Background: an optimization exercise with open tools, aiming at small area and a short achievable clock period. Do not read the settings as production practice. Only simulation tests tie the RTL to the original design; equivalence was not proved. No activity file was given, so power comes from the tool's default toggle rates.

## arrmul
module arrmul (
  input  logic         clk,
  input  logic         reset,
  input  logic [0:127] reg_A,
  input  logic [0:127] reg_B,
  input  logic [0:1]   ctrl_ww,
  input  logic [0:4]   alu_op,
  output logic [0:127] result
);
  logic        mul, w8, w16, sgn, odd, valid;
  logic        sel_e, sel_o, sel_e16, sel_e8, sel_o16, sel_o8, sv, s8, s16;
  logic [31:0] prod [4];
  logic [0:127] nxt;
  assign mul = alu_op[0:2] == 3'b100;   
  assign w8 = ctrl_ww == arrmul_pkg::w8;
  assign w16 = ctrl_ww == arrmul_pkg::w16;
  assign sgn = alu_op[3];
  assign odd = alu_op[4];
  assign sel_e = ~odd;
  assign sel_o = odd;
  assign sel_e16 = ~odd & ctrl_ww[1];
  assign sel_e8 = ~odd & ~ctrl_ww[1];
  assign sel_o16 = odd & ctrl_ww[1];
  assign sel_o8 = odd & ~ctrl_ww[1];
  assign valid = mul & (w8 | w16);
  assign sv = mul & sgn & (w8 | w16);
  assign s8 = mul & sgn & w8;
  assign s16 = mul & sgn & w16;
  for (genvar k = 0; k < 4; k++) begin : g_lane
    mul16_lane u_mul (
      .xa(reg_A[32*k +: 32]), .xb(reg_B[32*k +: 32]),
      .sel_e(sel_e), .sel_o(sel_o), .sel_e16(sel_e16), .sel_e8(sel_e8), .sel_o16(sel_o16), .sel_o8(sel_o8),
      .valid(valid), .sv(sv), .s8(s8), .s16(s16), .p(prod[k])
    );
  end
  assign nxt = {prod[0], prod[1], prod[2], prod[3]};
  always_ff @(posedge clk or negedge reset) begin
    if (!reset) result <= '0;
    else result <= nxt;
  end
endmodule
==> flow/config.mk <==
export PLATFORM = sky130hd
export DESIGN_NAME = arrmul
export DESIGN_NICKNAME = arrmul
export VERILOG_FILES = /design/flow/design.v
export SDC_FILE = /design/flow/constraint.sdc
export NUM_CORES = 4
export LEC_CHECK = 0
export CAP_MARGIN = 20
export CORE_MARGIN = 2
export CORE_UTILIZATION = 40
export GPL_TIMING_DRIVEN = 0
export SLEW_MARGIN = 20
export SYNTH_HIERARCHICAL = 1
==> flow/constraint.sdc <==
create_clock -name core_clock -period 15.0 [get_ports {clk}]
set_input_delay 3.0000 -clock core_clock [delete_from_list [all_inputs] [get_ports {clk}]]
set_output_delay 3.0000 -clock core_clock [all_outputs]
set_load 0.01 [all_outputs]
standard.sh (not shown) runs the stock make flow with config.mk's settings and CLKGATE_MAP_FILE= SYNTH_SCRIPT=/design/flow/synth_recipe.tcl, a recipe that flattens the netlist after the stock synthesis.
==> flow/flow/run.sh <==
#!/bin/bash
# Standard ORFS layout with extra make settings from flow/make_args.txt (one VAR=value per
# line): the port buffers' cell and timing-repair margins. make's full output goes to make.log.
set -euo pipefail
args=()
while IFS= read -r line; do
  [[ -z "$line" || "$line" == \#* ]] && continue
  args+=("$line")
done < flow/make_args.txt
bash standard.sh "${args[@]}" finish > make.log 2>&1
==> flow/flow/make_args.txt <==
BUFFER_PORTS_ARGS=-buffer_cell sky130_fd_sc_hd__buf_1
SETUP_SLACK_MARGIN=6
Then changed:
==> flow/flow/make_args.txt (replaced) <==
BUFFER_PORTS_ARGS=-buffer_cell sky130_fd_sc_hd__buf_1
SETUP_SLACK_MARGIN=6
RECOVER_POWER=50
--- a/flow/config.mk
+++ b/flow/config.mk
@@ -9,5 +9,4 @@
 export CORE_MARGIN = 2
 export CORE_UTILIZATION = 40
-export GPL_TIMING_DRIVEN = 0
 export SLEW_MARGIN = 20
 export SYNTH_HIERARCHICAL = 1
Result:
- Now the flow completed, yet does not pass: capacitance limit, slew limit
- worst hold slack gets better by 660 ps
- utilization decreases by 3.6 points
- critical path depth is lower by 7
- setup slack gains 270 ps
- global-route usage goes down by 1.3 points
- clock power shrinks by 7.2%
Then changed:
==> flow/flow/make_args.txt (replaced) <==
BUFFER_PORTS_ARGS=-buffer_cell sky130_fd_sc_hd__buf_1
SETUP_SLACK_MARGIN=6
--- a/flow/config.mk
+++ b/flow/config.mk
@@ -9,4 +9,5 @@
 export CORE_MARGIN = 2
 export CORE_UTILIZATION = 40
+export PLACE_DENSITY = 0.75
 export SLEW_MARGIN = 20
 export SYNTH_HIERARCHICAL = 1
=>
- Now the flow finished with timing, DRC and antenna clean
- cell area climbs by about 0.6%
- wire length drops by about 1.3%
- via count climbs by about 5%
- combinational power climbs by about 1%
- core utilization climbs by 0.26 points
- power climbs by about 2%
- worst setup slack degrades by 59 ps
- clock power climbs by 5.1%
- sequential cell count is unchanged
Then changed:
--- a/flow/config.mk
+++ b/flow/config.mk
@@ -8,6 +8,5 @@
 export CAP_MARGIN = 20
 export CORE_MARGIN = 2
-export CORE_UTILIZATION = 40
-export PLACE_DENSITY = 0.75
+export CORE_UTILIZATION = 45
 export SLEW_MARGIN = 20
 export SYNTH_HIERARCHICAL = 1
After rerunning: The new run completed with no timing, DRC or antenna violations. Sequential power barely changes. Global-route usage grows by 4.6 points. Die area shrinks by 11%. Cell area climbs by 1.1%.

========
arrmul, a different RTL version from the one above (not shown whole).
For scale: roughly 130 flip-flops, roughly 390 I/O pins, about 0.035 mm² of cells after synthesis.
clock: 15.0 ns
lec_check: 0
cap_margin: 20
core_margin: 2
core_utilization: 40
slew_margin: 20
synth_hierarchical: 1
==> flow/flow/make_args.txt <==
BUFFER_PORTS_ARGS=-buffer_cell sky130_fd_sc_hd__buf_1
SETUP_SLACK_MARGIN=7
SKIP_GATE_CLONING=1
Scripts as last shown in full above: flow/flow/run.sh
The baseline went through all stages and came out clean.
Next try:
==> flow/flow/make_args.txt (replaced) <==
BUFFER_PORTS_ARGS=-buffer_cell sky130_fd_sc_hd__buf_1
SETUP_SLACK_MARGIN=5
Effect:
- The new run completed and failed the layout checks on max-capacitance violations, max-slew violations
- non-clock buffer count is lower by 255
- die area does not change
- total power is lower by 7.2%
- sequential power stays flat
- area after synthesis stays the same

========
Setup of 07-12:
arrmul, a different RTL version from the one above (not shown whole).
Size in the first run: ~3,600 cells after synthesis, about 130 flip-flops, roughly 38,000 um2 of cells after synthesis.
Settings: LEC_CHECK=0, CAP_MARGIN=20, CORE_MARGIN=2, CORE_UTILIZATION=40, SLEW_MARGIN=20, SYNTH_HIERARCHICAL=1; clock period 15.0 ns.
==> flow/flow/make_args.txt <==
BUFFER_PORTS_ARGS=-buffer_cell sky130_fd_sc_hd__buf_1
SETUP_SLACK_MARGIN=5
Scripts as last shown in full above: flow/flow/run.sh
### 07-12 -> 04-04
==> flow/flow/make_args.txt <==
BUFFER_PORTS_ARGS=-buffer_cell sky130_fd_sc_hd__buf_1
SETUP_SLACK_MARGIN=8
==> run notes <==
Global-route wire length before repair: 04-04 vs 07-12 up about 10%
04-04 vs 07-12 — maximum number of pins on one net before global-route repair climbed by more than 10%
Per the comparison of 04-04 with 07-12, sum of internal, switching and leakage power now sits higher; number of non-filler instances in the completed layout higher.

==> port drivers added, routing unchanged <==
Ports are ideal in the flow. The routed layouts listed here were re-timed in OpenROAD.
Step 1 assumes that a clkbuf_16 drives the clock port and a buf_2 every other input.
Step 2 also shifts input and output timing later by t, the mid clock arrival at the registers, as if the neighbouring blocks saw the same clock.
Three values: no drivers, after step 1, after step 2; two values: the first two.
run | shift t [ns] | setup slack, ns | latest minus earliest clock arrival (ns)
the first run of note 1 | 0.573 | 5.861 / 5.871 / 5.298 | 0.031 / 0.031
the second run of note 1 | 0.571 | 6.135 / 6.182 / 5.612 | 0.019 / 0.019
the third run of note 1 | 0.569 | 6.077 / 6.074 / 5.505 | 0.021 / 0.021
the fourth run of note 1 | 0.562 | 6.136 / 5.985 / 5.423 | 0.021 / 0.020
the first run of note 2 | 0.576 | 6.315 / 6.327 / 5.751 | 0.024 / 0.024
the second run of note 2 | 0.571 | 5.145 / 5.178 / 4.607 | 0.023 / 0.024
07-12 | 0.590 | 5.261 / 5.286 / 4.696 | 0.020 / 0.020
04-04 | 0.585 | 6.039 / 6.076 / 5.490 | 0.023 / 0.023
The setup slack of the fourth run of note 1, which loses most, moves by -0.151 ns with the drivers and by -0.713 ns with both steps.
